Source: an optimization exercise on an open RTL-to-GDS flow (aim: small area). Production flows keep margins and buffers that such runs may drop. Only simulation tests tie the RTL to the original design; equivalence was not proved. No activity file was given, so power comes from the tool's default toggle rates.

File: flow/config.mk
export PLATFORM = sky130hd
export DESIGN_NAME = tcpStream
export DESIGN_NICKNAME = tcpStream
export VERILOG_FILES = /design/flow/design.v
export SDC_FILE = /design/flow/constraint.sdc
export NUM_CORES = 4
export LEC_CHECK = 0
export CAP_MARGIN = 20
export CORE_MARGIN = 2
export CORE_UTILIZATION = 55
export PLACE_DENSITY = 0.7
export SLEW_MARGIN = 20
File: flow/constraint.sdc
create_clock -name core_clock -period 6.0 [get_ports {CLOCK}]
set_input_delay 1.2000 -clock core_clock [delete_from_list [all_inputs] [get_ports {CLOCK}]]
set_output_delay 1.2000 -clock core_clock [all_outputs]
set_load 0.01 [all_outputs]
File: flow/design.v
`default_nettype none
package tcpStreamPkg;
	typedef logic [7:0]  byteT;
	typedef logic [31:0] ipAddrT;
	typedef logic [15:0] portT;
	typedef logic [31:0] seqNumT;
	typedef logic [15:0] lenT;
	typedef enum logic [2:0] {
		stIdle,
		stMac,		 
		stEthHi,
		stEthLo,
		stIp,		 
		stTcp,		 
		stPayload
	} parseStateT;
endpackage
`default_nettype wire
`timescale 1ns/1ps
`default_nettype none
import tcpStreamPkg::*;
module frameParser (
	input  wire                  CLOCK,
	input  wire                  rst,
	input  wire                  newPkt,
	input  wire                  dataValid,
	input  wire tcpStreamPkg::byteT   data,
	input  wire tcpStreamPkg::ipAddrT srcIp,
	input  wire tcpStreamPkg::ipAddrT dstIp,
	input  wire tcpStreamPkg::portT   srcPort,
	input  wire tcpStreamPkg::portT   dstPort,
	output logic                 payValid,
	output tcpStreamPkg::byteT   payData,
	output logic                 payFirst,
	output logic                 segValid,	 
	output tcpStreamPkg::seqNumT segSeq,	 
	output logic                 segSyn,
	output tcpStreamPkg::lenT    segLen,
	output logic                 segMiss,	 
	input  wire tcpStreamPkg::seqNumT expSeq
);
	tcpStreamPkg::parseStateT state;
	logic [5:0] pos;		 
	logic [3:0] hdrWords;	 
	logic       firstFlag;
	tcpStreamPkg::lenT cnt;
	logic       take;
	logic       hdrEnd;
	logic       wordEnd;
	logic       lenLoad;
	logic       cmpOn;
	tcpStreamPkg::byteT   cmpByte;
	logic       cmpNe;
	tcpStreamPkg::lenT    cntIn;
	tcpStreamPkg::lenT    cntDec;
	assign take = dataValid && !newPkt;
	assign wordEnd = pos[1:0] == 2'b11;
	assign hdrEnd  = wordEnd && (pos[5:2] == hdrWords - 4'd1);
	assign cmpOn = (state == stIp && (pos[5:2] == 4'd3 || pos[5:2] == 4'd4)) ||
		(state == stTcp && pos[5:2] == 4'd0);
	logic [3:0]       grpSel;
	logic [3:0]       byteSel;
	logic [3:0][31:0] cmpWords;
	tcpStreamPkg::byteT cmpInner [4];
	assign grpSel[0] = state == stIp && pos[5:2] == 4'd3;
	assign grpSel[1] = state == stIp && pos[5:2] == 4'd4;
	assign grpSel[2] = state == stTcp && pos[5:2] == 4'd0;
	assign grpSel[3] = state == stTcp && pos[5:2] == 4'd1;
	assign cmpWords[0] = srcIp;
	assign cmpWords[1] = dstIp;
	assign cmpWords[2] = {srcPort, dstPort};
	assign cmpWords[3] = expSeq;
	always_comb begin
		for (int b = 0; b < 4; b++)
			byteSel[b] = pos[1:0] == 2'(b);
		cmpByte = '0;
		for (int g = 0; g < 4; g++) begin
			cmpInner[g] = '0;
			for (int b = 0; b < 4; b++)
				cmpInner[g] = cmpInner[g] | ({8{byteSel[b]}} & cmpWords[g][8*(3-b) +: 8]);
			cmpByte = cmpByte | ({8{grpSel[g]}} & cmpInner[g]);
		end
	end
	assign cmpNe = data != cmpByte;
	assign lenLoad = state == stIp && pos == 6'd3;
	assign cntIn   = lenLoad ? {cnt[15:8], data} : cnt;
	always_comb begin
		if (state == stPayload)
			cntDec = cntIn - 16'd1;
		else
			cntDec = {cntIn[15:2] - 14'd1, cntIn[1:0]};
	end
	always_ff @(posedge CLOCK) begin
		if (rst) begin
			state    <= stIdle;
			payValid <= 1'b0;
			segValid <= 1'b0;
		end else begin
			payValid <= 1'b0;
			segValid <= 1'b0;
			if (newPkt) begin
				state <= stMac;
				pos   <= '0;
			end else if (dataValid) begin
				pos <= pos + 1'b1;
				case (state)
					stMac: begin
						if (pos == 6'd11) begin
							state <= stEthHi;
							pos   <= '0;
						end
					end
					stEthHi: begin
						pos <= '0;
						if (data == 8'h81) begin
							state <= stMac;	 
							pos   <= 6'd9;
						end else if (data == 8'h08)
							state <= stEthLo;
						else
							state <= stIdle;
					end
					stEthLo: begin
						pos   <= '0;
						state <= (data == 8'h00) ? stIp : stIdle;
					end
					stIp: begin
						if (hdrEnd) begin
							state <= stTcp;
							pos   <= '0;
						end
						if (pos == 6'd0 && data[3:0] < 4'd5)
							state <= stIdle;
						if (pos == 6'd9 && data != 8'd6)
							state <= stIdle;
						if (cmpOn && cmpNe)
							state <= stIdle;
					end
					stTcp: begin
						if (hdrEnd) begin
							segValid <= 1'b1;
							if (cnt != 16'd4) begin	 
								state     <= stPayload;
								firstFlag <= 1'b1;
							end else
								state <= stIdle;
						end
						if (pos == 6'd12 && data[7:4] < 4'd5)
							state <= stIdle;
						if (cmpOn && cmpNe)
							state <= stIdle;
					end
					stPayload: begin
						payValid  <= 1'b1;
						firstFlag <= 1'b0;
						if (cnt == 16'd1) state <= stIdle;
					end
					default: ;
				endcase
			end
		end
	end
	always_ff @(posedge CLOCK) begin
		if (take) begin
			if (state == stIp && pos == 6'd0) hdrWords <= data[3:0];
			if (state == stTcp && pos == 6'd12) hdrWords <= data[7:4];
			if (state == stIp && pos == 6'd2) cnt[15:8] <= data;
			if (((state == stIp || state == stTcp) && wordEnd) || state == stPayload)
				cnt <= cntDec;
			if (state == stTcp && pos[5:2] == 4'd1) begin	 
				segSeq  <= {segSeq[23:0], data};
				segMiss <= (segMiss && pos[1:0] != 2'd0) || cmpNe;
			end
			if (state == stTcp && pos == 6'd13) segSyn <= data[1];
		end
		payData  <= data;
		payFirst <= firstFlag;
	end
	assign segLen = cnt;
endmodule
`default_nettype wire
`timescale 1ns/1ps
`default_nettype none
module payloadFifo (
	input  wire                CLOCK,
	input  wire                rst,
	input  wire                payValid,
	input  wire tcpStreamPkg::byteT payData,
	input  wire                payFirst,
	input  wire                outReady,
	output logic               outValid,
	output tcpStreamPkg::byteT outData,
	output logic               outFirst,
	output logic               dropped
);
	logic [63:0][8:0] mem;
	logic [6:0] wrPtr;
	logic [6:0] rdPtr;
	function automatic logic [6:0] nextPtr(input logic [6:0] p);
		logic fb;
		fb = p[5] ^ p[4] ^ (p[4:0] == 5'd0);
		nextPtr = {p[6] ^ (p[5:0] == 6'b100000), p[4:0], fb};
	endfunction
	logic sameSlot;
	logic full;
	logic doWrite;
	logic doRead;
	logic [63:0] wrSel;
	logic [8:0]  head;
	assign sameSlot = wrPtr[5:0] == rdPtr[5:0];
	assign full     = sameSlot && (wrPtr[6] != rdPtr[6]);
	assign outValid = !(sameSlot && (wrPtr[6] == rdPtr[6]));
	assign doWrite  = payValid && !full;
	assign doRead   = outValid && outReady;
	always_comb begin
		for (int i = 0; i < 64; i++) begin
			wrSel[i] = wrPtr[5:0] == 6'(i);
		end
	end
	logic [7:0] hiSel, loSel;
	logic [7:0][8:0] grp;
	always_comb begin
		for (int i = 0; i < 8; i++) begin
			hiSel[i] = rdPtr[5:3] == 3'(i);
			loSel[i] = rdPtr[2:0] == 3'(i);
		end
		for (int g = 0; g < 8; g++) begin
			grp[g] = '0;
			for (int j = 0; j < 8; j++)
				grp[g] = grp[g] | ({9{loSel[j]}} & mem[8*g+j]);
		end
		head = '0;
		for (int g = 0; g < 8; g++)
			head = head | ({9{hiSel[g]}} & grp[g]);
	end
	assign {outFirst, outData} = head;
	always_ff @(posedge CLOCK) begin
		for (int i = 0; i < 64; i++)
			if (doWrite && wrSel[i])
				mem[i] <= {payFirst, payData};
	end
	always_ff @(posedge CLOCK) begin
		if (rst) begin
			wrPtr   <= '0;
			rdPtr   <= '0;
			dropped <= 1'b0;
		end else begin
			if (doWrite) wrPtr <= nextPtr(wrPtr);
			if (doRead)  rdPtr <= nextPtr(rdPtr);
			if (payValid && full)
				dropped <= 1'b1;
		end
	end
endmodule
`default_nettype wire
`timescale 1ns/1ps
`default_nettype none
module seqTracker (
	input  wire                 CLOCK,
	input  wire                 rst,
	input  wire                 segValid,
	input  wire tcpStreamPkg::seqNumT segSeq,
	input  wire                 segSyn,
	input  wire tcpStreamPkg::lenT    segLen,
	input  wire                 segMiss,	 
	output tcpStreamPkg::seqNumT expSeq,	 
	output logic                gapped
);
	logic   synSeen;
	always_ff @(posedge CLOCK) begin
		if (segValid)
			expSeq <= segSeq + (segSyn ? 32'd1 : {16'd0, segLen});
	end
	always_ff @(posedge CLOCK) begin
		if (rst) begin
			synSeen <= 1'b0;
			gapped  <= 1'b0;
		end else if (segValid) begin
			if (segSyn) begin
				synSeen <= 1'b1;
				gapped  <= 1'b0;
			end else begin
				gapped <= synSeen && segMiss;
			end
		end
	end
endmodule
`default_nettype wire
`timescale 1ns/1ps
`default_nettype none
module tcpStream #(
	parameter int fifoDepth = 64
) (
	input  wire                  CLOCK,
	input  wire                  rst,
	input  wire                  newPkt,
	input  wire                  dataValid,
	input  wire tcpStreamPkg::byteT   data,
	input  wire tcpStreamPkg::ipAddrT srcIp,
	input  wire tcpStreamPkg::portT   srcPort,
	input  wire tcpStreamPkg::ipAddrT dstIp,
	input  wire tcpStreamPkg::portT   dstPort,
	input  wire                  outReady,
	output logic                 outValid,
	output tcpStreamPkg::byteT   outData,
	output logic                 outFirst,
	output logic                 dropped,
	output logic                 gapped
);
	logic   payValid;
	tcpStreamPkg::byteT   payData;
	logic   payFirst;
	logic   segValid;
	tcpStreamPkg::seqNumT segSeq;
	logic   segSyn;
	tcpStreamPkg::lenT    segLen;
	logic   segMiss;
	tcpStreamPkg::seqNumT expSeq;
	frameParser frameParser_i (
		.CLOCK(CLOCK), .rst(rst),
		.newPkt(newPkt), .dataValid(dataValid), .data(data),
		.srcIp(srcIp), .dstIp(dstIp), .srcPort(srcPort), .dstPort(dstPort),
		.payValid(payValid), .payData(payData), .payFirst(payFirst),
		.segValid(segValid), .segSeq(segSeq), .segSyn(segSyn), .segLen(segLen),
		.segMiss(segMiss), .expSeq(expSeq)
	);
	payloadFifo payloadFifo_i (
		.CLOCK(CLOCK), .rst(rst),
		.payValid(payValid), .payData(payData), .payFirst(payFirst),
		.outReady(outReady), .outValid(outValid), .outData(outData),
		.outFirst(outFirst), .dropped(dropped)
	);
	seqTracker seqTracker_i (
		.CLOCK(CLOCK), .rst(rst),
		.segValid(segValid), .segSeq(segSeq), .segSyn(segSyn), .segLen(segLen),
		.segMiss(segMiss), .expSeq(expSeq), .gapped(gapped)
	);
endmodule
`default_nettype wire
File: flow/flow/run.sh
#!/bin/bash
set -o pipefail
export BUFFER_PORTS_ARGS="-buffer_cell sky130_fd_sc_hd__buf_1"
export CTS_ARGS="-sink_clustering_enable -repair_clock_nets -dont_use_dummy_load -buf_list sky130_fd_sc_hd__clkbuf_4 -sink_clustering_size 10 -sink_clustering_max_diameter 40"
bash standard.sh > standard.log 2>&1
File: flow/standard.sh
#!/bin/bash
# synth_recipe.tcl (not shown) runs the flow's synth.tcl, then flattens the netlist and writes it again
# the make line also repeats each setting of config.mk as NAME=value (left out here)
make -C /OpenROAD-flow-scripts/flow DESIGN_CONFIG=/design/flow/config.mk WORK_HOME=/design/flow/orfs CLKGATE_MAP_FILE= SYNTH_SCRIPT=/design/flow/synth_recipe.tcl "${@:-finish}"
==> flow_summary.json, run 1 <==
{
  "cts_buffers": 91,
  "cp-start-kind": "register",
  "finalSetupTns_ns": 0,
  "required_ns": 4.80,
  "synth-edff-count": 669,
  "clock_tree.root_cell": "sky130_fd_sc_hd__clkbuf_4",
  "multiInputGateArea_um2": 7450,
  "final_hold_viol_count": 0,
  "post_drt_wl_per_cell_um": 27.1,
  "compound_gate_portion_of_the_synthesized_area_pct": 14.6,
  "crit_type": "register to primary output",
  "synth_top_family_by_area": "compound AO/OA/AOI/OAI gates",
  "synth_commonest_cells": "sky130_fd_sc_hd__edfxtp_1 (669), sky130_fd_sc_hd__a22oi_1 (280), sky130_fd_sc_hd__nor2_1 (138)",
  "power.leakage_uw": 0.00920,
  "drive_gt1_share_pct": 8.76,
  "synth_largest_type_area_fraction_pct": 69.8,
  "synth_xor_xnor_area_share_pct": 2.13,
  "post_synth_and_or_nand_nor_area_fraction_pct": 6.82,
  "io_buffer_count": 120,
  "totalPowerFinal_uw": 7690,
  "finalCriticalPeriod_ns": 5.49,
  "skew_ns": 0.158,
  "finish.net_count": 2183,
  "critical_path.max_fanout": 40,
  "final.fill_count": 3998,
  "first_iter_violations": 2360,
  "critical_path.reg2reg.startpoint": "frameParser_i.pos[0]",
  "grt_overflow": 0,
  "number_of_global_route_vias_before_repair": 17735,
  "area.sequential_um2": 20700,
  "share_of_synthesized_cell_area_in_full_adder_half_adder_and_majority_cells_pct": 1.29,
  "drt_pass1_iterations": 6,
  "finalMaxSlewViolations": 0,
  "mappedNetlistNets": 2068,
  "placement_rows": 83,
  "tritoncts_clock_tree": "built",
  "grt_pass1_wl_um": 110000,
  "layout_worst_path_cycle_share_pct": 91.4,
  "dieArea_um2": 54200,
  "flow.area_growth_from_synthesis_pct": 6.15,
  "fmaxAchievable_mhz": 182,
  "tightestPinTransition_ns": 1.15,
  "core_footprint_um2": 51500,
  "post_cts_buffers": 0,
  "timing.hold.worst.start": "frameParser_i.firstFlag",
  "cts_resized": 0,
  "dr_total_vias": 18227,
  "yosys_warnings": 4,
  "htree_num_levels": 3,
  "gr-usage-all-layers_pct": 27.4,
  "grt_max_degree": 73,
  "postSynth.asyncResetShare_pct": 0,
  "tritoncts_num_sinks": 700,
  "vdd_ir_drop_max_mv": 0.135,
  "finalHoldWorstSlack_ns": 0.341,
  "cts.hold.buffers_added": 0,
  "route.antenna.remaining_nets": 0,
  "clk_path_buf_depth": 3,
  "gp_routability_congestion": 0.910,
  "drv_cap": 0,
  "antenna_found_initial": 4,
  "syn_area_um2": 28800,
  "power_per_cell_area_nw_per_um2": 252,
  "post-route-drc-count": 0,
  "timing.final.setup_violations": 0,
  "post-route-util_pct": 59.3,
  "outcome": "no timing/DRC/antenna violations",
  "min_path_type": "register to register",
  "synthMostInstantiatedCell": "sky130_fd_sc_hd__edfxtp_1",
  "top_level_ports": 121,
  "floorplan.initialDensity_pct": 55.9,
  "ys_seq_area_share_pct": 71.9,
  "startpoint": "payloadFifo_i.rdPtr[0]",
  "worstSkewPairLatency_ns": 0.89,
  "synth.ff_latch_count": 700,
  "grt_setup_unrepaired": "no",
  "synth.avg_cell_area_um2": 14.9,
  "dp_hpwl_um": 45400,
  "clk_transition_reported_paths_ns": 0.09,
  "drt-vias-per-instance": 6.69,
  "die_h_um": 233,
  "synth_top_cell_by_area": "sky130_fd_sc_hd__edfxtp_1",
  "timing.slew.headroom_pct": 22.8,
  "postSynth.topFlopCell": "sky130_fd_sc_hd__edfxtp_1",
  "netlist_instances": 1930,
  "worst_ep_arrival_time_ns": 4.29,
  "post_detailed_routing_wire_length_um": 73900,
  "muxShareOfSynthArea_pct": 0.808,
  "ys_top_cells_by_area": "sky130_fd_sc_hd__edfxtp_1 (70%), sky130_fd_sc_hd__a22oi_1 (7.3%), sky130_fd_sc_hd__dfxtp_1 (2.2%), sky130_fd_sc_hd__nor2_1 (1.8%), sky130_fd_sc_hd__xnor2_1 (1.4%)",
  "die_w_um": 233,
  "crit_path_end_kind": "primary output",
  "synthDistinctLibCells": 77
}
cells in the final DEF (no fill, tap or decap), types with 6 or more instances in the layout:
master / count
sky130_fd_sc_hd__inv_1: 20
sky130_fd_sc_hd__ha_1: 28
sky130_fd_sc_hd__nand2b_1: 8
sky130_fd_sc_hd__nor2_2: 6
sky130_fd_sc_hd__edfxtp_1: 669
sky130_fd_sc_hd__a21oi_1: 54
sky130_fd_sc_hd__or3_1: 6
sky130_fd_sc_hd__o211ai_1: 15
sky130_fd_sc_hd__buf_1: 119
sky130_fd_sc_hd__a211oi_1: 30
sky130_fd_sc_hd__a22oi_1: 280
sky130_fd_sc_hd__xor2_1: 24
sky130_fd_sc_hd__nand4_1: 43
sky130_fd_sc_hd__nor3_1: 12
sky130_fd_sc_hd__clkbuf_4: 91
sky130_fd_sc_hd__dfxtp_2: 8
sky130_fd_sc_hd__o21ai_0: 40
sky130_fd_sc_hd__nand2_1: 61
sky130_fd_sc_hd__a22o_1: 36
sky130_fd_sc_hd__dfxtp_1: 21
sky130_fd_sc_hd__a221oi_1: 37
sky130_fd_sc_hd__nor2_1: 132
sky130_fd_sc_hd__mux2i_1: 15
sky130_fd_sc_hd__xnor2_1: 46
sky130_fd_sc_hd__a31oi_1: 22
sky130_fd_sc_hd__nor2b_1: 21
sky130_fd_sc_hd__buf_4: 30
sky130_fd_sc_hd__a41oi_1: 14
sky130_fd_sc_hd__nand3_1: 42
sky130_fd_sc_hd__and3_1: 10
power breakdown:
| part | leakage (uW) | switching [uW] | total (uW) | internal [uW] |
|---|---|---|---|---|
| clock network | 0.000419 | 1460 | 2150 | 694 |
| registers | 0.00625 | 25.2 | 5360 | 5330 |
| logic | 0.00253 | 127 | 179 | 52.8 |
logic make-up after synthesis:
logic type	after synthesis
AO/OA/AOI/OAI	573
XOR/XNOR	70
adder cells (fa/ha/maj)	29
buffers and inverters	153
flip-flops	700
multiplexers	21
AND/OR/NAND/NOR	384
layer usage:
layer	global-route usage [%]	vias to the layer above	wire length [um]
li1	-	7981	-
met5	0	-	8
met1	38.6	9132	29600
met4	9.16	2	2320
met3	5.10	158	6640
met2	43.4	954	35300
registers in the layout, summed over array words and instances (netlist names):
signal and cells:
frameParser_i.cnt 16, frameParser_i.firstFlag 1, frameParser_i.hdrWords 4, frameParser_i.payData 8, frameParser_i.payFirst 1, frameParser_i.payValid 1
frameParser_i.pos 6, frameParser_i.segMiss 1, frameParser_i.segSeq 32, frameParser_i.segSyn 1, frameParser_i.segValid 1, frameParser_i.state 3
payloadFifo_i.dropped 1, payloadFifo_i.mem 576, payloadFifo_i.rdPtr 7, payloadFifo_i.wrPtr 7, seqTracker_i.expSeq 32, seqTracker_i.gapped 1
seqTracker_i.synSeen 1
cell type report:
class | count | area share, %
Multi-Input combinational cell | 1077 | 24.4
Inverter | 20 | 0.246
Clock buffer | 91 | 2.24
Tap cell | 680 | 2.78
Sequential cell | 700 | 67.8
Antenna cell | 3 | 0.0246
Timing Repair Buffer | 155 | 2.51
final timing paths:
check	endpoint	slack (ns)	cells after the start
min reg2reg	frameParser_i.payFirst	0.34	0
max reg2reg	frameParser_i.cnt[10]	1.66	10
min	frameParser_i.payFirst	0.34	0
max	outData[6]	0.51	8
metrics by stage:
step / cells / setup slack (ns) / cell area (um2)
finish: 2726 / 0.513 / 30600
global route: 2726 / 0.392 / 30600
CTS: 2722 / 0.505 / 30500
detailed placement: 2631 / 1.44 / 29800
global placement: 2630 / 1.51 / 29800
floorplan: 1930 / 1.67 / 28800
critical path, stage by stage (launching register included):
cell and delay, ns:
sky130_fd_sc_hd__dfxtp_1 0.62, sky130_fd_sc_hd__and3b_2 0.79, sky130_fd_sc_hd__buf_4 0.59, sky130_fd_sc_hd__a22oi_1 0.18
sky130_fd_sc_hd__a311oi_1 0.64, sky130_fd_sc_hd__a31oi_1 0.10, sky130_fd_sc_hd__a21o_1 0.21, sky130_fd_sc_hd__o221ai_1 0.11
sky130_fd_sc_hd__buf_1 0.19
==> run 2: changes to the inputs <==
--- a/flow/config.mk
+++ b/flow/config.mk
@@ -5,8 +5,8 @@
 export SDC_FILE = /design/flow/constraint.sdc
 export NUM_CORES = 4
 export LEC_CHECK = 0
-export CAP_MARGIN = 20
+export CAP_MARGIN = 10
 export CORE_MARGIN = 2
 export CORE_UTILIZATION = 55
 export PLACE_DENSITY = 0.7
-export SLEW_MARGIN = 20
+export SLEW_MARGIN = 10
==> flow_summary.json, run 2 <==
{
  "registers.top_by_ff_count": "payloadFifo_i.mem",
  "drv_cap": 0,
  "area.sequential_um2": 20700,
  "postSynth.topFlopCell": "sky130_fd_sc_hd__edfxtp_1",
  "post_drt_wl_per_cell_um": 27.1,
  "number_of_global_route_vias_before_repair": 17999,
  "antenna_found_initial": 4,
  "final_hold_viol_count": 0,
  "worst_ep_arrival_time_ns": 4.32,
  "post-route-util_pct": 59.2,
  "die_w_um": 233,
  "synth-edff-count": 669,
  "yosys_warnings": 4,
  "clk_path_buf_depth": 3,
  "floorplan.initialDensity_pct": 55.9,
  "largestRegisters": "payloadFifo_i.mem (576), frameParser_i.segSeq (32), seqTracker_i.expSeq (32)",
  "cts_buffers": 91,
  "met2WireLength_um": 35700,
  "cp-start-kind": "register",
  "power.leakage_uw": 0.00919,
  "layout_worst_path_cycle_share_pct": 92.1,
  "finish.net_count": 2181,
  "cts.hold.buffers_added": 0,
  "min_path_type": "register to register",
  "syn_area_um2": 28800,
  "drive_gt1_share_pct": 8.28,
  "top_layer": "met5",
  "synthDistinctLibCells": 77,
  "outcome": "no timing/DRC/antenna violations",
  "finalHoldWorstSlack_ns": 0.333,
  "core_footprint_um2": 51500,
  "synth_commonest_cells": "sky130_fd_sc_hd__edfxtp_1 (669), sky130_fd_sc_hd__a22oi_1 (280), sky130_fd_sc_hd__nor2_1 (138)",
  "commonest_non_fill_non_tap_cell_in_the_layout": "sky130_fd_sc_hd__edfxtp_1",
  "synth_largest_type_area_fraction_pct": 69.8,
  "finalCriticalPeriod_ns": 5.52,
  "post_detailed_routing_wire_length_um": 74000,
  "postSynth.asyncResetShare_pct": 0,
  "multiInputGateArea_um2": 7420,
  "clk_transition_reported_paths_ns": 0.09,
  "top_level_ports": 121,
  "critical_path.max_fanout": 40,
  "dieArea_um2": 54200,
  "mappedNetlistNets": 2068,
  "ys_top_cells_by_area": "sky130_fd_sc_hd__edfxtp_1 (70%), sky130_fd_sc_hd__a22oi_1 (7.3%), sky130_fd_sc_hd__dfxtp_1 (2.2%), sky130_fd_sc_hd__nor2_1 (1.8%), sky130_fd_sc_hd__xnor2_1 (1.4%)",
  "routed-wl-met3_um": 6750,
  "grt_overflow": 0,
  "drt-vias-per-instance": 6.71,
  "gr-usage-all-layers_pct": 27.5,
  "htree_num_levels": 3,
  "tightestPinTransition_ns": 1.25,
  "cts_resized": 0,
  "timing.slew.headroom_pct": 16.5,
  "io_buffer_count": 120,
  "grt_setup_unrepaired": "no",
  "dr_total_vias": 18279,
  "first_iter_violations": 2395,
  "flow.area_growth_from_synthesis_pct": 6.01,
  "post_cts_buffers": 0,
  "crit_path_end_kind": "primary output",
  "detailed_route_wire_length_on_metal_1_um": 29600,
  "drt_pass1_iterations": 6,
  "skew_ns": 0.137,
  "synthMostInstantiatedCell": "sky130_fd_sc_hd__edfxtp_1",
  "grt_max_degree": 73,
  "synth_top_cell_by_area": "sky130_fd_sc_hd__edfxtp_1",
  "finalSetupTns_ns": 0,
  "fmaxAchievable_mhz": 181,
  "dp_hpwl_um": 45400,
  "power_per_cell_area_nw_per_um2": 252,
  "crit_type": "register to primary output",
  "route.antenna.remaining_nets": 0,
  "post-route-drc-count": 0,
  "finalMaxSlewViolations": 0,
  "synth.avg_cell_area_um2": 14.9,
  "tritoncts_clock_tree": "built",
  "largest_register_ff_count": 576,
  "worstSkewPairLatency_ns": 0.92,
  "placement_rows": 83,
  "synth.ff_latch_count": 700,
  "tritoncts_num_sinks": 700,
  "ys_seq_area_share_pct": 71.9,
  "vdd_ir_drop_max_mv": 0.142,
  "timing.final.setup_violations": 0,
  "final_cell_mix": "sky130_fd_sc_hd__edfxtp_1 (669), sky130_fd_sc_hd__a22oi_1 (280), sky130_fd_sc_hd__nor2_1 (138)",
  "final.fill_count": 3965,
  "clock_tree.root_cell": "sky130_fd_sc_hd__clkbuf_4",
  "die_h_um": 233,
  "grt_pass1_wl_um": 111000,
  "gp_routability_congestion": 0.910,
  "required_ns": 4.80,
  "netlist_instances": 1930
}
==> run 2: worst max-delay path, stage by stage, from the launching register on <==
cell	delay, ns
sky130_fd_sc_hd__dfxtp_1	0.63
sky130_fd_sc_hd__and3b_2	0.81
sky130_fd_sc_hd__buf_4	0.61
sky130_fd_sc_hd__a22oi_1	0.18
sky130_fd_sc_hd__a311oi_1	0.68
sky130_fd_sc_hd__a31oi_1	0.10
sky130_fd_sc_hd__a21o_1	0.21
sky130_fd_sc_hd__o221ai_1	0.11
sky130_fd_sc_hd__buf_1	0.19
==> run 2: logic make-up (layout without fill, tap and decap cells) <==
family,after synthesis,in the layout,share of synthesized area (%)
other,0,5,0
buffers and inverters,153,264,2.40
multiplexers,21,21,0.808
XOR/XNOR,70,70,2.13
AO/OA/AOI/OAI,573,573,14.6
flip-flops,700,700,71.9
adder cells (fa/ha/maj),29,29,1.29
AND/OR/NAND/NOR,384,384,6.82
==> run 2: path summary, 6_finish.rpt <==
path | startpoint | endpoint | slack, ns | depth (start not counted)
worst min register to register | frameParser_i.firstFlag | frameParser_i.payFirst | 0.33 | 0
worst min-delay path | frameParser_i.firstFlag | frameParser_i.payFirst | 0.33 | 0
worst max register to register | frameParser_i.pos[1] | frameParser_i.cnt[12] | 1.69 | 10
worst max-delay path | payloadFifo_i.rdPtr[1] | outData[6] | 0.48 | 8
==> run 2: power breakdown <==
part	internal (uW)	total, uW	switching (uW)
Sequential	5330	5360	25.6
Combinational	52.6	179	126
Clock	694	2150	1450
Total	6080	7680	1600
==> run 2: area by class of cell <==
class	count	share of cell area [%]
antenna	5	0.0410
clock buffer	91	2.24
inverter	20	0.246
multi-input combinational	1077	24.3
sequential	700	67.9
tap	680	2.79
timing repair buffer	153	2.45
==> run 2: metal layers <==
metal / up-vias / global-route usage (%)
met4: 2 / 9.34
li1: 7984 / -
met2: 966 / 43.9
met5: - / 0
met1: 9161 / 38.1
met3: 166 / 5.60
==> run 2: per-stage QoR <==
| step | instances | area [um2] | total power (uW) | setup slack (ns) |
|---|---|---|---|---|
| floorplan | 1930 | 28800 | 5560 | 1.67 |
| global placement | 2630 | 29800 | 5640 | 1.51 |
| detailed placement | 2630 | 29800 | 5640 | 1.41 |
| CTS | 2721 | 30500 | 7710 | 0.511 |
| global route | 2724 | 30500 | 7910 | 0.312 |
| finish | 2726 | 30500 | 7680 | 0.475 |
==> run 3: changes to the inputs <==
--- a/flow/design.v
+++ b/flow/design.v
@@ -84,12 +84,11 @@
 	assign cmpNe = data != cmpByte;
 	assign lenLoad = state == stIp && pos == 6'd3;
 	assign cntIn   = lenLoad ? {cnt[15:8], data} : cnt;
-	always_comb begin
-		if (state == stPayload)
-			cntDec = cntIn - 16'd1;
-		else
-			cntDec = {cntIn[15:2] - 14'd1, cntIn[1:0]};
-	end
+	logic cntPay;
+	logic cntBorrow;
+	assign cntPay    = state == stPayload;
+	assign cntBorrow = !cntPay || cntIn[1:0] == 2'd0;
+	assign cntDec    = {cntIn[15:2] - {13'd0, cntBorrow}, cntIn[1:0] - {1'b0, cntPay}};
 	always_ff @(posedge CLOCK) begin
 		if (rst) begin
 			state    <= stIdle;
@@ -98,6 +97,7 @@
 		end else begin
 			payValid <= 1'b0;
 			segValid <= 1'b0;
+			if (payValid) firstFlag <= 1'b0;	 
 			if (newPkt) begin
 				state <= stMac;
 				pos   <= '0;
@@ -152,7 +152,6 @@
 					end
 					stPayload: begin
 						payValid  <= 1'b1;
-						firstFlag <= 1'b0;
 						if (cnt == 16'd1) state <= stIdle;
 					end
 					default: ;
@@ -174,9 +173,9 @@
 			if (state == stTcp && pos == 6'd13) segSyn <= data[1];
 		end
 		payData  <= data;
-		payFirst <= firstFlag;
 	end
-	assign segLen = cnt;
+	assign segLen   = cnt;
+	assign payFirst = firstFlag;	 
 endmodule
 `default_nettype wire
 `timescale 1ns/1ps
==> flow_summary.json, run 3 <==
{
  "outcome": "no timing/DRC/antenna violations",
  "synth_largest_type_area_fraction_pct": 70.2,
  "cp_max_stage_cell": "sky130_fd_sc_hd__and3b_2",
  "final.fill_count": 3930,
  "synth_top_cell_by_area": "sky130_fd_sc_hd__edfxtp_1",
  "core_footprint_um2": 51400,
  "skew_ns": 0.116,
  "die_w_um": 232,
  "tritoncts_clock_tree": "built",
  "finalCriticalPeriod_ns": 5.18,
  "cts.hold.buffers_added": 0,
  "route.antenna.remaining_nets": 0,
  "cp-start-kind": "register",
  "post_detailed_routing_wire_length_um": 74000,
  "number_of_global_route_vias_before_repair": 17465,
  "finalMaxSlewViolations": 0,
  "grt_pass1_wl_um": 110000,
  "registers.top_by_ff_count": "payloadFifo_i.mem",
  "tritoncts_num_sinks": 699,
  "synth_commonest_cells": "sky130_fd_sc_hd__edfxtp_1 (669), sky130_fd_sc_hd__a22oi_1 (261), sky130_fd_sc_hd__nor2_1 (149)",
  "crit_path_cell_trace": "and3b_2 > buf_4 > a22oi_1 > nand4_1 > mux4_2 > nor2_1 > a31oi_1 > buf_1",
  "grt_max_degree": 73,
  "vdd_ir_drop_max_mv": 0.146,
  "fmaxAchievable_mhz": 193,
  "drv_cap": 0,
  "cts_resized": 0,
  "clk_path_buf_depth": 3,
  "finish.net_count": 2172,
  "critical_path.max_fanout": 38,
  "post-route-util_pct": 59.1,
  "fin_ws_ns": 0.823,
  "tightestPinTransition_ns": 1.22,
  "synth.avg_cell_area_um2": 15.0,
  "netlist_instances": 1905,
  "largest_register_ff_count": 576,
  "antenna_found_initial": 1,
  "yosys_warnings": 4,
  "clk_transition_reported_paths_ns": 0.10,
  "worst_ep_arrival_time_ns": 3.98,
  "final_hold_viol_count": 0,
  "placement_rows": 83,
  "placed_area_um2": 29700,
  "commonest_non_fill_non_tap_cell_in_the_layout": "sky130_fd_sc_hd__edfxtp_1",
  "slowest_delay_ns": 0.94,
  "multiInputGateArea_um2": 7290,
  "top_level_ports": 121,
  "first_iter_violations": 2178,
  "io_buffer_count": 120,
  "post_drt_wl_per_cell_um": 27.3,
  "flow.area_growth_from_synthesis_pct": 6.18,
  "synth-edff-count": 669,
  "htree_num_levels": 3,
  "grt_overflow": 0,
  "ys_seq_area_share_pct": 72.3,
  "postSynth.asyncResetShare_pct": 0,
  "synth.ff_latch_count": 699,
  "layout_worst_path_cycle_share_pct": 86.3,
  "floorplan.initialDensity_pct": 55.7,
  "gp_routability_congestion": 0.916,
  "area.sequential_um2": 20700,
  "ys_top_cells_by_area": "sky130_fd_sc_hd__edfxtp_1 (70%), sky130_fd_sc_hd__a22oi_1 (6.8%), sky130_fd_sc_hd__dfxtp_1 (2.1%), sky130_fd_sc_hd__nor2_1 (2.0%), sky130_fd_sc_hd__a221oi_1 (1.3%)",
  "cts_buffers": 97,
  "timing.final.setup_violations": 0,
  "clock_tree.root_cell": "sky130_fd_sc_hd__clkbuf_4",
  "postLayoutCellArea_um2": 30400,
  "largestRegisters": "payloadFifo_i.mem (576), frameParser_i.segSeq (32), seqTracker_i.expSeq (32)",
  "post_cts_buffers": 0,
  "synthMostInstantiatedCell": "sky130_fd_sc_hd__edfxtp_1",
  "worstSkewPairLatency_ns": 0.93,
  "synthDistinctLibCells": 74,
  "power.leakage_uw": 0.00929,
  "totalPowerFinal_uw": 7750,
  "dieArea_um2": 53900,
  "min_path_type": "register to register",
  "postSynth.topFlopCell": "sky130_fd_sc_hd__edfxtp_1",
  "final_cell_mix": "sky130_fd_sc_hd__edfxtp_1 (669), sky130_fd_sc_hd__a22oi_1 (261), sky130_fd_sc_hd__nor2_1 (148)",
  "finalSetupTns_ns": 0,
  "required_ns": 4.80,
  "dp_hpwl_um": 45300,
  "drt_pass1_iterations": 5,
  "mappedNetlistNets": 2044,
  "crit_path_end_kind": "primary output",
  "timing.slew.headroom_pct": 18.6,
  "gr-usage-all-layers_pct": 27.6,
  "drt-vias-per-instance": 6.69,
  "power_per_cell_area_nw_per_um2": 255,
  "syn_area_um2": 28600,
  "crit_type": "register to primary output",
  "dr_total_vias": 18152,
  "post-route-drc-count": 0,
  "drive_gt1_share_pct": 8.57,
  "die_h_um": 232,
  "post-place-ws_ns": 1.68,
  "grt_setup_unrepaired": "no"
}
-- run 3: cell types whose count changed after synthesis, sizes merged, moves of 11 or more --
cell	delta
a21oi	-16
a22oi	-16
a41oi	-12
buf	-16
nand3	-15
nor2	+11
-- run 3: critical path: cells and delay by family (launching register included) --
kind | cells | cell delay, ns
mux | 1 | 0.26
simple gates | 3 | 1.14
compound gates | 2 | 0.43
flops | 1 | 0.61
buf+inv | 2 | 0.63
-- run 3: cell type report --
cell class	count	share of cell area, %
well taps	680	2.80
repair buffers	150	2.35
flip-flops and latches	699	68.1
multi-input cells	1057	24.0
diodes	1	0.00823
inverters	28	0.346
clock buffers	97	2.40
-- run 3: path summary, 6_finish.rpt --
| kind | depth (start not counted) | slack (ns) | from | to |
|---|---|---|---|---|
| worst min register to register | 0 | 0.42 | frameParser_i.segSeq[7] | frameParser_i.segSeq[15] |
| worst min-delay path | 0 | 0.42 | frameParser_i.segSeq[7] | frameParser_i.segSeq[15] |
| worst max-delay path | 8 | 0.82 | payloadFifo_i.rdPtr[1] | outData[7] |
| worst max register to register | 12 | 1.74 | frameParser_i.pos[0] | frameParser_i.cnt[11] |
-- run 3: metal layers --
layer  part of all wire [%]  vias up  GRT usage [%]
li1                       -     7904              -
met1                     40     8997           39.0
met2                     46     1101           43.0
met3                     11      150           5.59
met4                    3.0        0           9.31
met5                      0        -              0
-- run 3: through the flow --
step	instances	hold WS (ns)
after global placement	2614	0.446
after CTS	2711	0.423
after detailed placement	2614	0.454
after global routing	2712	0.443
after floorplan	1905	0.433
final	2712	0.425
-- run 3: power breakdown --
group / switching, uW / internal [uW]
logic: 126 / 53.3
clock network: 1470 / 738
registers: 34.9 / 5330
-- run 3: cell families after synthesis --
logic type | synth area share (%)
flip-flops | 72.3
XOR/XNOR | 1.99
buffers and inverters | 2.36
adder cells (fa/ha/maj) | 1.34
AND/OR/NAND/NOR | 6.84
multiplexers | 0.813
AO/OA/AOI/OAI | 14.4
==> run 4: changes to the inputs <==
--- a/flow/design.v
+++ b/flow/design.v
@@ -30,6 +30,7 @@
 	input  wire tcpStreamPkg::portT   srcPort,
 	input  wire tcpStreamPkg::portT   dstPort,
 	output logic                 payValid,
+	output logic                 payIdle,	 
 	output tcpStreamPkg::byteT   payData,
 	output logic                 payFirst,
 	output logic                 segValid,	 
@@ -93,9 +94,11 @@
 		if (rst) begin
 			state    <= stIdle;
 			payValid <= 1'b0;
+			payIdle  <= 1'b1;
 			segValid <= 1'b0;
 		end else begin
 			payValid <= 1'b0;
+			payIdle  <= 1'b1;
 			segValid <= 1'b0;
 			if (payValid) firstFlag <= 1'b0;	 
 			if (newPkt) begin
@@ -152,6 +155,7 @@
 					end
 					stPayload: begin
 						payValid  <= 1'b1;
+						payIdle   <= 1'b0;
 						if (cnt == 16'd1) state <= stIdle;
 					end
 					default: ;
@@ -184,6 +188,7 @@
 	input  wire                CLOCK,
 	input  wire                rst,
 	input  wire                payValid,
+	input  wire                payIdle,	 
 	input  wire tcpStreamPkg::byteT payData,
 	input  wire                payFirst,
 	input  wire                outReady,
@@ -233,10 +238,17 @@
 			head = head | ({9{hiSel[g]}} & grp[g]);
 	end
 	assign {outFirst, outData} = head;
+	logic [63:0] rowWr;
+	logic [63:0] rowKeep;
+	always_comb begin
+		for (int i = 0; i < 64; i++) begin
+			rowWr[i]   = doWrite && wrSel[i];
+			rowKeep[i] = payIdle || full || !wrSel[i];
+		end
+	end
 	always_ff @(posedge CLOCK) begin
 		for (int i = 0; i < 64; i++)
-			if (doWrite && wrSel[i])
-				mem[i] <= {payFirst, payData};
+			mem[i] <= ({9{rowWr[i]}} & {payFirst, payData}) | ({9{rowKeep[i]}} & mem[i]);
 	end
 	always_ff @(posedge CLOCK) begin
 		if (rst) begin
@@ -307,6 +319,7 @@
 	output logic                 gapped
 );
 	logic   payValid;
+	logic   payIdle;
 	tcpStreamPkg::byteT   payData;
 	logic   payFirst;
 	logic   segValid;
@@ -319,13 +332,13 @@
 		.CLOCK(CLOCK), .rst(rst),
 		.newPkt(newPkt), .dataValid(dataValid), .data(data),
 		.srcIp(srcIp), .dstIp(dstIp), .srcPort(srcPort), .dstPort(dstPort),
-		.payValid(payValid), .payData(payData), .payFirst(payFirst),
+		.payValid(payValid), .payIdle(payIdle), .payData(payData), .payFirst(payFirst),
 		.segValid(segValid), .segSeq(segSeq), .segSyn(segSyn), .segLen(segLen),
 		.segMiss(segMiss), .expSeq(expSeq)
 	);
 	payloadFifo payloadFifo_i (
 		.CLOCK(CLOCK), .rst(rst),
-		.payValid(payValid), .payData(payData), .payFirst(payFirst),
+		.payValid(payValid), .payIdle(payIdle), .payData(payData), .payFirst(payFirst),
 		.outReady(outReady), .outValid(outValid), .outData(outData),
 		.outFirst(outFirst), .dropped(dropped)
 	);
==> flow_summary.json, run 4 <==
{
  "gr-usage-all-layers_pct": 34.9,
  "postSynth.asyncResetShare_pct": 0,
  "post-route-drc-count": 0,
  "finalSetupTns_ns": 0,
  "largestRegisters": "payloadFifo_i.mem (576), frameParser_i.segSeq (32), seqTracker_i.expSeq (32)",
  "ys_seq_area_share_pct": 52.4,
  "grt_max_degree": 73,
  "mappedNetlistNets": 2781,
  "gp_routability_congestion": 0.936,
  "die_w_um": 232,
  "die_h_um": 232,
  "cp-start-kind": "register",
  "clock_tree.root_cell": "sky130_fd_sc_hd__clkbuf_4",
  "layout_worst_path_cycle_share_pct": 94.4,
  "core_footprint_um2": 51300,
  "finalHoldWorstSlack_ns": 0.448,
  "clk_transition_reported_paths_ns": 0.09,
  "final.fill_count": 4373,
  "cts.hold.buffers_added": 0,
  "synth.ff_latch_count": 700,
  "drt_pass1_iterations": 6,
  "tritoncts_num_sinks": 700,
  "min_delay_worst_endpoint": "frameParser_i.segSeq[19]",
  "min_path_type": "register to register",
  "synth_top_cell_by_area": "sky130_fd_sc_hd__dfxtp_1",
  "finish.net_count": 2835,
  "first_iter_violations": 3232,
  "synth_largest_type_area_fraction_pct": 42.6,
  "drt-vias-per-instance": 7.22,
  "drive_gt1_share_pct": 6.38,
  "final_hold_viol_count": 0,
  "synth_commonest_cells": "sky130_fd_sc_hd__a22o_1 (620), sky130_fd_sc_hd__dfxtp_1 (607), sky130_fd_sc_hd__a22oi_1 (266)",
  "number_of_global_route_vias_before_repair": 23715,
  "finalCriticalPeriod_ns": 5.66,
  "grt_pass1_wl_um": 144000,
  "route.antenna.remaining_nets": 0,
  "crit_path_end_kind": "primary output",
  "power.leakage_uw": 0.0105,
  "fmaxAchievable_mhz": 177,
  "antenna_found_initial": 5,
  "cp_max_stage_cell": "sky130_fd_sc_hd__and3b_2",
  "power_per_cell_area_nw_per_um2": 240,
  "synthMostInstantiatedCell": "sky130_fd_sc_hd__a22o_1",
  "post_cts_buffers": 0,
  "critical_path.reg2reg.startpoint": "frameParser_i.state[2]",
  "io_buffer_count": 120,
  "finalMaxSlewViolations": 0,
  "whs_path_depth": 0,
  "post_drt_wl_per_cell_um": 28.3,
  "yosys_warnings": 4,
  "clk_path_buf_depth": 3,
  "placement_rows": 83,
  "dr_total_vias": 24396,
  "tritoncts_clock_tree": "built",
  "largest_register_ff_count": 576,
  "dieArea_um2": 53700,
  "cts_resized": 0,
  "synth.avg_cell_area_um2": 10.8,
  "worstSkewPairLatency_ns": 0.94,
  "flow.area_growth_from_synthesis_pct": 5.60,
  "drv_cap": 0,
  "critical_path.max_fanout": 38,
  "outcome": "no timing/DRC/antenna violations",
  "ys_top_cells_by_area": "sky130_fd_sc_hd__dfxtp_1 (43%), sky130_fd_sc_hd__a22o_1 (19%), sky130_fd_sc_hd__edfxtp_1 (9.8%), sky130_fd_sc_hd__a22oi_1 (7.0%), sky130_fd_sc_hd__clkbuf_1 (2.1%)",
  "timing.final.setup_violations": 0,
  "vdd_ir_drop_max_mv": 0.200,
  "tightestPinTransition_ns": 1.20,
  "top_level_ports": 121,
  "htree_num_levels": 3,
  "syn_area_um2": 28500,
  "postSynth.topFlopCell": "sky130_fd_sc_hd__dfxtp_1",
  "netlist_instances": 2642,
  "synth-edff-count": 93,
  "required_ns": 4.80,
  "crit_path_cell_trace": "and3b_2 > buf_4 > a22o_1 > a221oi_1 > a31oi_1 > a211oi_1 > a21o_1 > o211ai_1 > buf_1",
  "slowest_delay_ns": 0.93,
  "cts_buffers": 95,
  "ff2ff_setup_slack_ns": 1.89,
  "post_detailed_routing_wire_length_um": 95500,
  "crit_type": "register to primary output",
  "timing.hold.worst.start": "frameParser_i.segSeq[11]",
  "commonest_non_fill_non_tap_cell_in_the_layout": "sky130_fd_sc_hd__a22o_1",
  "final_cell_mix": "sky130_fd_sc_hd__a22o_1 (620), sky130_fd_sc_hd__dfxtp_1 (599), sky130_fd_sc_hd__a22oi_1 (266)",
  "post-route-util_pct": 58.7,
  "dp_hpwl_um": 60000,
  "worstReg2RegEnd": "frameParser_i.cnt[12]",
  "grt_overflow": 0,
  "grt_setup_unrepaired": "no",
  "floorplan.initialDensity_pct": 55.6,
  "skew_ns": 0.100,
  "reg2regPathDepth": 12,
  "synthDistinctLibCells": 70,
  "timing.slew.headroom_pct": 19.6,
  "worst_ep_arrival_time_ns": 4.46,
  "registers.top_by_ff_count": "payloadFifo_i.mem"
}
run 4: cell types whose count changed after synthesis, sizes merged, moves of 5 or more:
cell,change
o21ai,-15
xnor2,+5
dfxtp,+577
nand2,+54
a311oi,+7
buf,+5
nor3,+15
edfxtp,-576
or4,+5
or3,-8
clkbuf,+70
a22o,+576
nand3,-11
nor4,+6
run 4: routing by layer:
metal  up-vias  GRT usage (%)  routed length (um)
met1     11984           47.1               39600
met5         -              0                  38
met4         6           16.6                4410
li1      10527              -                   -
met2      1552           52.5               41800
met3       327           8.76                9680
run 4: cell families (layout without fill, tap and decap cells):
| family | count (synthesis) | after routing | share of synthesized area [%] |
|---|---|---|---|
| flip-flops | 700 | 700 | 52.4 |
| multiplexers | 22 | 22 | 0.838 |
| XOR/XNOR | 72 | 72 | 2.21 |
| adder cells (fa/ha/maj) | 30 | 30 | 1.34 |
| other | 0 | 4 | 0 |
| buffers and inverters | 225 | 277 | 3.13 |
| AND/OR/NAND/NOR | 466 | 466 | 8.04 |
| AO/OA/AOI/OAI | 1127 | 1127 | 32.0 |
run 4: critical path: cells and delay by family, from the launching register on:
kind | cells | cell delay [ns]
compound gates | 6 | 1.18
buf+inv | 2 | 0.84
flops | 1 | 0.58
simple gates | 1 | 0.93
run 4: cell type report:
| cell class | instances | area, um2 | area share, % |
|---|---|---|---|
| antenna | 4 | 10.0 | 0.0332 |
| sequential | 700 | 15000 | 49.7 |
| timing repair buffer | 153 | 756 | 2.51 |
| tap | 680 | 851 | 2.83 |
| inverter | 29 | 109 | 0.362 |
| multi-input combinational | 1717 | 12700 | 42.2 |
| clock buffer | 95 | 713 | 2.37 |
run 4: worst max-delay path by stage:
stage | startpoint | endpoint | slack (ns) | cells past startpoint
2_1_floorplan | newPkt | frameParser_i.segMiss | 1.82 | 3
3_3_place_gp | payloadFifo_i.rdPtr[1] | outData[6] | 1.48 | 9
3_5_place_dp | payloadFifo_i.rdPtr[1] | outData[6] | 1.42 | 9
4_1_cts | payloadFifo_i.rdPtr[1] | outData[6] | 0.41 | 9
5_1_grt | payloadFifo_i.rdPtr[2] | outData[6] | 0.24 | 9
6_report | payloadFifo_i.rdPtr[1] | outData[6] | 0.34 | 9
run 4: metrics by stage:
step | setup slack (ns) | cells | cell area [um2] | power, uW
2_1_floorplan | 1.82 | 2642 | 28500 | 4980
4_1_cts | 0.412 | 3373 | 30100 | 7230
5_1_grt | 0.243 | 3378 | 30100 | 7420
3_3_place_gp | 1.48 | 3278 | 29400 | 5070
3_5_place_dp | 1.42 | 3278 | 29400 | 5070
6_report | 0.338 | 3378 | 30100 | 7220
run 4: report_power, final:
part	switching, uW	total, uW	internal (uW)
Combinational	164	219	55.5
Clock	1520	2250	724
Sequential	10.6	4750	4740
Total	1700	7220	5520
==> run 5: changes to the inputs <==
--- a/flow/config.mk
+++ b/flow/config.mk
@@ -7,6 +7,6 @@
 export LEC_CHECK = 0
 export CAP_MARGIN = 10
 export CORE_MARGIN = 2
-export CORE_UTILIZATION = 55
-export PLACE_DENSITY = 0.7
+export CORE_UTILIZATION = 62
+export PLACE_DENSITY = 0.75
 export SLEW_MARGIN = 10
==> flow_summary.json, run 5 <==
{
  "postSynth.topFlopCell": "sky130_fd_sc_hd__dfxtp_1",
  "floorplan.initialDensity_pct": 62.8,
  "grt_max_degree": 73,
  "clock_tree.root_cell": "sky130_fd_sc_hd__clkbuf_4",
  "synth.ff_latch_count": 700,
  "dieArea_um2": 47700,
  "critical_path.reg2reg.startpoint": "frameParser_i.state[2]",
  "ff2ff_setup_slack_ns": 2.03,
  "post_synth_and_or_nand_nor_area_fraction_pct": 8.04,
  "largestRegisters": "payloadFifo_i.mem (576), frameParser_i.segSeq (32), seqTracker_i.expSeq (32)",
  "clk_transition_reported_paths_ns": 0.10,
  "cts_buffers": 92,
  "gp_routability_congestion": 1.00,
  "tightestPinTransition_ns": 1.32,
  "worstSkewPairLatency_ns": 0.91,
  "final_hold_viol_count": 0,
  "cts_resized": 0,
  "ys_seq_area_share_pct": 52.4,
  "post_detailed_routing_wire_length_um": 93500,
  "first_iter_violations": 4156,
  "top_level_ports": 121,
  "number_of_global_route_vias_before_repair": 23846,
  "synth_largest_type_area_fraction_pct": 42.6,
  "synth_top_family_by_area": "compound AO/OA/AOI/OAI gates",
  "synth_top_cell_by_area": "sky130_fd_sc_hd__dfxtp_1",
  "drt_pass1_iterations": 7,
  "tritoncts_clock_tree": "built",
  "timing.critical_path.to": "outFirst",
  "synth_xor_xnor_area_share_pct": 2.21,
  "registers.top_by_ff_count": "payloadFifo_i.mem",
  "share_of_synthesized_cell_area_in_full_adder_half_adder_and_majority_cells_pct": 1.34,
  "finalMaxSlewViolations": 0,
  "outcome": "no timing/DRC/antenna violations",
  "synth_commonest_cells": "sky130_fd_sc_hd__a22o_1 (620), sky130_fd_sc_hd__dfxtp_1 (607), sky130_fd_sc_hd__a22oi_1 (266)",
  "antenna_found_initial": 2,
  "tritoncts_num_sinks": 700,
  "synth.avg_cell_area_um2": 10.8,
  "io_buffer_count": 120,
  "die_h_um": 218,
  "finish.net_count": 2834,
  "dp_hpwl_um": 58800,
  "grt_setup_unrepaired": "no",
  "post_cts_buffers": 0,
  "synthMostInstantiatedCell": "sky130_fd_sc_hd__a22o_1",
  "final_non_filler_cell_total": 3296,
  "post-route-drc-count": 0,
  "compound_gate_portion_of_the_synthesized_area_pct": 32.0,
  "timing.slew.headroom_pct": 11.5,
  "synth-edff-count": 93,
  "largest_register_ff_count": 576,
  "netlist_instances": 2642,
  "postLayoutCellArea_um2": 30000,
  "power.leakage_uw": 0.0105,
  "ys_top_cells_by_area": "sky130_fd_sc_hd__dfxtp_1 (43%), sky130_fd_sc_hd__a22o_1 (19%), sky130_fd_sc_hd__edfxtp_1 (9.8%), sky130_fd_sc_hd__a22oi_1 (7.0%), sky130_fd_sc_hd__clkbuf_1 (2.1%)",
  "die_w_um": 218,
  "flow.area_growth_from_synthesis_pct": 5.06,
  "finalSetupTns_ns": 0,
  "finalCriticalPeriod_ns": 5.40,
  "grt_overflow": 0,
  "power_per_cell_area_nw_per_um2": 240,
  "route.antenna.remaining_nets": 0,
  "synthDistinctLibCells": 70,
  "cts.hold.buffers_added": 0,
  "drive_gt1_share_pct": 6.28,
  "clk_path_buf_depth": 3,
  "grt_pass1_wl_um": 143000,
  "final_cell_mix": "sky130_fd_sc_hd__a22o_1 (620), sky130_fd_sc_hd__dfxtp_1 (599), sky130_fd_sc_hd__a22oi_1 (266)",
  "commonest_non_fill_non_tap_cell_in_the_layout": "sky130_fd_sc_hd__a22o_1",
  "post-route-util_pct": 66.0,
  "layout_worst_path_cycle_share_pct": 90.0,
  "dr_total_vias": 24765,
  "crit_type": "register to primary output",
  "crit_path_end_kind": "primary output",
  "startpoint": "payloadFifo_i.rdPtr[1]",
  "placement_rows": 78,
  "worstReg2RegEnd": "frameParser_i.cnt[14]",
  "gr-usage-all-layers_pct": 38.9,
  "postSynth.asyncResetShare_pct": 0,
  "drt-vias-per-instance": 7.51,
  "vdd_ir_drop_max_mv": 0.240,
  "skew_ns": 0.0696,
  "cp-start-kind": "register",
  "numPlacedInstances": 3201,
  "syn_area_um2": 28500,
  "reg2regPathDepth": 12,
  "min_path_type": "register to register",
  "core_footprint_um2": 45400,
  "final.fill_count": 3629,
  "post_drt_wl_per_cell_um": 28.4,
  "timing.final.setup_violations": 0,
  "finalHoldWorstSlack_ns": 0.473,
  "required_ns": 4.80,
  "mappedNetlistNets": 2781,
  "worst_ep_arrival_time_ns": 4.20,
  "critical_path.max_fanout": 38,
  "placed_area_um2": 29300,
  "yosys_warnings": 4,
  "htree_num_levels": 3,
  "muxShareOfSynthArea_pct": 0.838,
  "fmaxAchievable_mhz": 185,
  "drv_cap": 0
}
[run 5: cell counts after synthesis]
Identical to the previous run, type by type.
[run 5: worst min path at each step]
stage                                        start  slack (ns)  cells after the start                        to
after floorplan            frameParser_i.segSeq[2]        0.43                      0  frameParser_i.segSeq[10]
after global placement     frameParser_i.segSeq[0]        0.44                      0   frameParser_i.segSeq[8]
after detailed placement   frameParser_i.segSeq[0]        0.45                      0   frameParser_i.segSeq[8]
after CTS                  frameParser_i.segSeq[7]        0.47                      0  frameParser_i.segSeq[15]
after global routing       frameParser_i.segSeq[2]        0.48                      0  frameParser_i.segSeq[10]
final                     frameParser_i.segSeq[12]        0.47                      0  frameParser_i.segSeq[20]
[run 5: report_power, final]
group	total (uW)	internal [uW]	switching, uW
logic	215	54.4	161
clock network	2230	702	1520
registers	4750	4740	10.4
total	7190	5500	1690
[run 5: critical path, stage by stage (launching register included)]
cell and delay, ns:
sky130_fd_sc_hd__dfxtp_1 0.56, sky130_fd_sc_hd__and3b_2 0.96, sky130_fd_sc_hd__buf_4 0.46, sky130_fd_sc_hd__a221oi_1 0.16, sky130_fd_sc_hd__a31oi_1 0.52, sky130_fd_sc_hd__o21ai_0 0.18
sky130_fd_sc_hd__o211ai_1 0.26, sky130_fd_sc_hd__buf_1 0.20
[run 5: area by class of cell]
type                       instances  area (um2)  area share [%]
antenna                            3        7.51          0.0251
multi-input combinational       1717       12700            42.4
timing repair buffer             155         738            2.46
inverter                          29         109           0.363
tap                              600         751            2.51
sequential                       700       15000            49.9
clock buffer                      92         691            2.31
[run 5: cell families (layout without fill, tap and decap cells)]
group / after synthesis / count (layout)
flip-flops: 700 / 700
XOR/XNOR: 72 / 72
multiplexers: 22 / 22
buffers and inverters: 225 / 276
other: 0 / 3
AND/OR/NAND/NOR: 466 / 466
AO/OA/AOI/OAI: 1127 / 1127
adder cells (fa/ha/maj): 30 / 30
[run 5: metal layers]
metal,global-route usage (%),part of all wire [%],up-vias
met5,0,0,-
met4,17.6,4.9,0
met3,9.80,12,356
met2,55.9,42,1772
met1,55.1,41,12155
li1,-,-,10482
[run 5: metrics by stage]
stage	power [uW]	setup slack, ns
global route	7410	0.489
CTS	7200	0.737
floorplan	4980	1.82
global placement	5060	1.72
finish	7190	0.601
detailed placement	5070	1.65
==> run 6: changes to the inputs <==
==> flow/flow/run.sh (replaced) <==
#!/bin/bash
set -o pipefail
export BUFFER_PORTS_ARGS="-buffer_cell sky130_fd_sc_hd__buf_1"
export CTS_ARGS="-sink_clustering_enable -repair_clock_nets -dont_use_dummy_load -buf_list sky130_fd_sc_hd__clkbuf_4 -sink_clustering_size 12 -sink_clustering_max_diameter 30"
bash standard.sh > standard.log 2>&1
--- a/flow/config.mk
+++ b/flow/config.mk
@@ -7,6 +7,6 @@
 export LEC_CHECK = 0
 export CAP_MARGIN = 10
 export CORE_MARGIN = 2
-export CORE_UTILIZATION = 62
-export PLACE_DENSITY = 0.75
+export CORE_UTILIZATION = 55
+export PLACE_DENSITY = 0.7
 export SLEW_MARGIN = 10
==> flow_summary.json, run 6 <==
{
  "outcome": "no timing/DRC/antenna violations",
  "antenna_found_initial": 4,
  "worstReg2RegEnd": "frameParser_i.cnt[14]",
  "htree_num_levels": 3,
  "cts_resized": 0,
  "min_path_type": "register to register",
  "die_h_um": 232,
  "power_per_cell_area_nw_per_um2": 245,
  "ff2ff_setup_slack_ns": 1.84,
  "met2WireLength_um": 41300,
  "cts_buffers": 117,
  "registers.top_by_ff_count": "payloadFifo_i.mem",
  "synthDistinctLibCells": 70,
  "clk_transition_reported_paths_ns": 0.07,
  "drv_cap": 0,
  "largestRegisters": "payloadFifo_i.mem (576), frameParser_i.segSeq (32), seqTracker_i.expSeq (32)",
  "number_of_global_route_vias_before_repair": 23882,
  "gr-usage-all-layers_pct": 34.9,
  "routed-wl-met3_um": 10300,
  "crit_type": "register to primary output",
  "largest_register_ff_count": 576,
  "finish.net_count": 2857,
  "layout_worst_path_cycle_share_pct": 93.6,
  "clk_path_buf_depth": 3,
  "vdd_ir_drop_max_mv": 0.179,
  "top_level_ports": 121,
  "route.antenna.remaining_nets": 0,
  "timing.critical_path.to": "outData[6]",
  "tightestPinTransition_ns": 1.19,
  "post_drt_wl_per_cell_um": 28.0,
  "synth_top_cell_by_area": "sky130_fd_sc_hd__dfxtp_1",
  "critical_path.max_fanout": 38,
  "timing.hold.worst.start": "frameParser_i.segSeq[9]",
  "worst_ep_arrival_time_ns": 4.41,
  "timing.slew.headroom_pct": 20.5,
  "dr_total_vias": 24561,
  "required_ns": 4.80,
  "synth_commonest_cells": "sky130_fd_sc_hd__a22o_1 (620), sky130_fd_sc_hd__dfxtp_1 (607), sky130_fd_sc_hd__a22oi_1 (266)",
  "first_iter_violations": 3258,
  "finalMaxSlewViolations": 0,
  "worstSkewPairLatency_ns": 0.95,
  "dp_hpwl_um": 60000,
  "startpoint": "payloadFifo_i.rdPtr[2]",
  "fmaxAchievable_mhz": 178,
  "io_buffer_count": 120,
  "skew_ns": 0.0780,
  "finalCriticalPeriod_ns": 5.61,
  "flow.area_growth_from_synthesis_pct": 6.17,
  "gp_routability_congestion": 0.936,
  "postSynth.asyncResetShare_pct": 0,
  "core_footprint_um2": 51300,
  "crit_path_end_kind": "primary output",
  "grt_max_degree": 73,
  "detailed_route_wire_length_on_metal_1_um": 38900,
  "yosys_warnings": 4,
  "tritoncts_num_sinks": 700,
  "final_cell_mix": "sky130_fd_sc_hd__a22o_1 (620), sky130_fd_sc_hd__dfxtp_1 (599), sky130_fd_sc_hd__a22oi_1 (266)",
  "power.leakage_uw": 0.0106,
  "post_detailed_routing_wire_length_um": 95200,
  "timing.final.setup_violations": 0,
  "clock_tree.root_cell": "sky130_fd_sc_hd__clkbuf_4",
  "synth_largest_type_area_fraction_pct": 42.6,
  "placement_rows": 83,
  "mappedNetlistNets": 2781,
  "commonest_non_fill_non_tap_cell_in_the_layout": "sky130_fd_sc_hd__a22o_1",
  "synth.ff_latch_count": 700,
  "netlist_instances": 2642,
  "drt-vias-per-instance": 7.22,
  "syn_area_um2": 28500,
  "floorplan.initialDensity_pct": 55.6,
  "reg2regPathDepth": 12,
  "postSynth.topFlopCell": "sky130_fd_sc_hd__dfxtp_1",
  "grt_setup_unrepaired": "no",
  "ys_seq_area_share_pct": 52.4,
  "final_hold_viol_count": 0,
  "post-route-util_pct": 59.0,
  "totalPowerFinal_uw": 7410,
  "grt_pass1_wl_um": 144000,
  "drive_gt1_share_pct": 7.14,
  "grt_overflow": 0,
  "finalSetupTns_ns": 0,
  "post-route-drc-count": 0,
  "top_layer": "met5",
  "cts.hold.buffers_added": 0,
  "drt_pass1_iterations": 6,
  "cp-start-kind": "register",
  "tritoncts_clock_tree": "built",
  "synth.avg_cell_area_um2": 10.8,
  "ys_top_cells_by_area": "sky130_fd_sc_hd__dfxtp_1 (43%), sky130_fd_sc_hd__a22o_1 (19%), sky130_fd_sc_hd__edfxtp_1 (9.8%), sky130_fd_sc_hd__a22oi_1 (7.0%), sky130_fd_sc_hd__clkbuf_1 (2.1%)",
  "synthMostInstantiatedCell": "sky130_fd_sc_hd__a22o_1",
  "critical_path.reg2reg.startpoint": "frameParser_i.state[2]",
  "dieArea_um2": 53700,
  "die_w_um": 232,
  "post_cts_buffers": 0,
  "synth-edff-count": 93
}
==> run 6: cell counts after synthesis <==
No cell type changed its count.
==> run 6: logic make-up (layout without fill, tap and decap cells) <==
group / Yosys count / count (layout) / share of synthesized area (%)
XOR/XNOR: 72 / 72 / 2.21
AND/OR/NAND/NOR: 466 / 466 / 8.04
AO/OA/AOI/OAI: 1127 / 1127 / 32.0
adder cells (fa/ha/maj): 30 / 30 / 1.34
buffers and inverters: 225 / 299 / 3.13
flip-flops: 700 / 700 / 52.4
other: 0 / 4 / 0
multiplexers: 22 / 22 / 0.838
==> run 6: layout make-up <==
class / instances / area [um2]
antenna: 4 / 10.0
clock buffer: 117 / 878
fill: 4378 / 21000
inverter: 29 / 109
multi-input combinational: 1717 / 12700
sequential: 700 / 15000
tap: 680 / 851
timing repair buffer: 153 / 756
==> run 6: report_power, final <==
group / switching (uW) / total, uW / internal, uW
logic: 164 / 219 / 55.5
registers: 10.5 / 4750 / 4740
clock network: 1560 / 2440 / 883
total: 1730 / 7410 / 5680
==> run 6: metrics by stage <==
stage | setup WS (ns) | instances | hold slack (ns) | area (um2)
4_1_cts | 0.460 | 3395 | 0.439 | 30200
2_1_floorplan | 1.82 | 2642 | 0.433 | 28500
3_5_place_dp | 1.42 | 3278 | 0.453 | 29400
5_1_grt | 0.281 | 3400 | 0.456 | 30300
3_3_place_gp | 1.48 | 3278 | 0.442 | 29400
6_report | 0.386 | 3400 | 0.441 | 30300
==> run 6: worst min-delay path by stage <==
stage / to / slack [ns] / depth (start not counted)
4_1_cts: frameParser_i.segSeq[17] / 0.44 / 0
6_report: frameParser_i.segSeq[17] / 0.44 / 0
3_5_place_dp: frameParser_i.segSeq[8] / 0.45 / 0
2_1_floorplan: frameParser_i.segSeq[10] / 0.43 / 0
5_1_grt: frameParser_i.segSeq[17] / 0.46 / 0
3_3_place_gp: frameParser_i.segSeq[8] / 0.44 / 0
==> run 6: critical path: stages (launching register included) <==
cell and delay, ns:
sky130_fd_sc_hd__dfxtp_1 0.58, sky130_fd_sc_hd__and3b_2 0.93, sky130_fd_sc_hd__buf_4 0.61, sky130_fd_sc_hd__a22o_1 0.24, sky130_fd_sc_hd__a221oi_1 0.05, sky130_fd_sc_hd__a31oi_1 0.39
sky130_fd_sc_hd__a211oi_1 0.14, sky130_fd_sc_hd__a21o_1 0.21, sky130_fd_sc_hd__o211ai_1 0.16, sky130_fd_sc_hd__buf_1 0.21
==> run 6: layer usage <==
metal	vias up	track usage (%)
met1	11982	47.2
met2	1637	52.2
li1	10586	-
met3	352	8.65
met5	-	0
met4	4	17.2

==> what the ideal ports hide <==
Ports are ideal in the flow. The routed layouts listed here were re-timed in OpenROAD. Step 1 sets driving cells, clkbuf_16 on the clock port and buf_2 on the other inputs (assumed; they add their load-dependent delay and slew). Step 2, shift: input delay + t, output delay - t, t = (earliest + latest rising clock arrival at the registers) / 2. This alone moves slack from input paths to output paths. Slacks: no drivers / after step 1 / after step 2; pairs: no drivers / after step 1.
run	t, ns	slack for setup (ns)	worst setup path at the end	clock arrival spread, ns	cell pins on the clock port's net
run 1	0.867	0.513 / 0.461 / 1.328	register to output	0.161 / 0.161	1
run 2	0.896	0.475 / 0.419 / 1.315	register to output	0.156 / 0.156	1
run 3	0.903	0.823 / 0.768 / 1.671	register to output	0.170 / 0.170	1
run 4	0.942	0.338 / 0.278 / 1.220	register to output	0.111 / 0.111	1
run 5	0.910	0.601 / 0.546 / 1.457	register to output	0.101 / 0.101	1
run 6	0.968	0.386 / 0.323 / 1.291	register to output	0.091 / 0.091	1
After both steps setup and hold are still met in every run listed.
